From an optimization exercise on the open Yosys and OpenROAD flow, aimed at small area and a short achievable clock period; shortcuts taken in it are not production practice. The RTL was checked by simulation tests, not by an equivalence proof against the original design. Power is estimated from default activity; no workload was simulated.

## build 2
// dma_csr_queue
module dma_csr_queue (
    input  logic               clk,
    input  logic               rstn,
    input  logic [63:0]        addr,
    input  logic [63:0]        wdata,
    input  logic               we,
    output logic [63:0]        rdata,
    output logic [3:0]         ch_start,
    output logic [3:0][63:0]   ch_addr,
    output logic [3:0][31:0]   ch_len,
    input  logic [3:0]         ch_busy,
    input  logic [3:0]         ch_done,
    input  logic [3:0]         ch_err,
    output logic               irq
);
Size: about 5300 cells after synthesis, ~600 I/O pins, roughly 92000 µm² of cells after synthesis.
Settings: LEC_CHECK=0, CAP_MARGIN=20, CORE_MARGIN=2, CORE_UTILIZATION=65, SETUP_SLACK_MARGIN=3.5, SLEW_MARGIN=20, SYNTH_HIERARCHICAL=1; clock period 8.0 ns.
standard.sh (not shown) runs the stock make flow with config.mk's settings and CLKGATE_MAP_FILE= SYNTH_SCRIPT=/design/flow/synth_recipe.tcl, a recipe that flattens the netlist after the stock synthesis.
==> flow/flow/run.sh <==
#!/bin/bash
# Standard ORFS layout (the standard.sh) with three changes:
#  - port buffers use buf_1 (the resizer may upsize them) instead of the default delay-cell buffer;
#  - addr, we and rdata pins are kept together on the left edge (flow/pins.tcl), next to
#    the combinational read path that joins them;
#  - clock tree: clkbuf_4/clkbuf_8 with sinks clustered by 12, and no dummy balancing loads.
set -euo pipefail
bash standard.sh BUFFER_PORTS_ARGS="-buffer_cell sky130_fd_sc_hd__buf_1" \
  PRE_IO_PLACEMENT_TCL="$PWD/flow/pins.tcl" \
  CTS_ARGS="-sink_clustering_enable -repair_clock_nets -sink_clustering_size 12 -sink_clustering_max_diameter 60 -buf_list {sky130_fd_sc_hd__clkbuf_4 sky130_fd_sc_hd__clkbuf_8} -dont_use_dummy_load" \
  finish > standard_flow.log 2>&1
==> flow/flow/pins.tcl <==
# Keep the bus address, write enable and read data pins together on one edge,
# next to the combinational read path that joins them.
set_io_pin_constraint -pin_names {addr[*] we rdata[*]} -region left:*
Setup changes, build 2 to build 42
- PLACE_DENSITY now 0.9, previously not set
--- a/flow/flow/run.sh
+++ b/flow/flow/run.sh
@@ -2 +2 @@
-# Standard ORFS layout (the standard.sh) with three changes:
+# Standard ORFS layout (the standard.sh) with two changes:
@@ -4,2 +3,0 @@
-#  - addr, we and rdata pins are kept together on the left edge (flow/pins.tcl), next to
-#    the combinational read path that joins them;
@@ -9 +6,0 @@
-  PRE_IO_PLACEMENT_TCL="$PWD/flow/pins.tcl" \
removed: flow/flow/pins.tcl
==> comparison <==
Build 42 | stages: all done | timing, DRC, antenna: all pass. Between build 2 and build 42, the final area does not differ in any meaningful way. Build 42 reports its end point of the critical path as rdata[16] while build 2 reports rdata[1]. Higher clock skew goes to build 42 over build 2. Build 42 gives more final worst-path cycle share than build 2 did. The run showing the smaller proportion of cell area occupied by multi-input gates is build 42. Per the comparison of build 42 with build 2, clock power share now larger, count of maximum capacitance violations comparable, sequential share of layout area comparable, post-route worst setup slack now smaller, power after layout now larger. Minimum setup slack after placement is higher on build 42. Relative to build 2, the fmax of build 42 is lower by 11 MHz.
Input-level comparison between build 60 and build 42:
- PLACE_DENSITY now 0.85, was 0.9
- CORE_UTILIZATION now 75, was 65
Findings:
- Cmp build 60 and build 42 / period utilization / higher: build 42
- Worst hold slack after final layout, build 60 and build 42: larger value in build 60
- Lower clock network fraction of design power goes to build 60 over build 42.
- The lower combinational share of power of build 60 and build 42 is in build 60.
Modified inputs, build 77 compared to build 60
- PLACE_DENSITY now 0.8, was 0.85
- CORE_UTILIZATION now 65, was 75
==> run notes <==
Going from build 60 to build 77, worst hold slack -3.6 ps; peak clock frequency supported by timing now sits higher; number of clock buffer instances in the layout grew by 1.8%; number of DRC markers after the initial detailed-route iteration dropped 1459. Build 77 ends up with a count of inserted antenna diode cells that is 7 higher than in build 60. Build 60 and build 77 all finish clean. Between build 60 and build 77, the flow reports first-pass GRT wire length decreasing by a few percent.
The following lists how build 20 was set up differently from build 77:
- clearing PLACE_DENSITY, which used to be 0.8
==> comparison <==
Result for build 77 and build 20: all clean. Compared with build 77, in build 20 sequential-cell power consumption barely changed, number of buffers inserted by post-CTS setup repair fell 10, post-layout minimum cycle time shows an increase of 92 ps, maximum single-stage delay on the critical path lower, wire length of the first global-routing pass moved up. Final-layout fill cell count in build 20 vs build 77: up 499. Fraction of layout instances using a drive strength above 1 (higher): build 20.

## separate check: timing with driven ports
How much do the figures lean on ideal ports? The routed layouts below were timed once more, with nothing changed but the port constraints. Step 1 assumes that a clkbuf_16 drives the clock port and a buf_2 every other input. Step 2 moves the port delays by t, midway between the first and last clock arrival at a register: inputs arrive t later, outputs are due t later. That takes back most of the time a late clock gives input paths. a / b / c = no drivers / after step 1 / after step 2; a / b = the first two.
run | shift t [ns] | setup slack, ns | worst setup path at the end
build 2 | 1.033 | 3.086 / 3.023 / 2.534 | input to register
build 42 | 1.069 | 2.815 / 2.774 / 2.633 | input to register
build 60 | 1.032 | 2.974 / 2.926 / 2.621 | input to register
build 77 | 1.032 | 3.142 / 3.012 / 2.482 | input to register
build 20 | 1.027 | 3.050 / 2.997 / 2.688 | input to register
After both steps setup and hold are still met in every run listed. The setup slack of build 77, which loses most, moves by -0.130 ns with the drivers and by -0.660 ns with both steps.
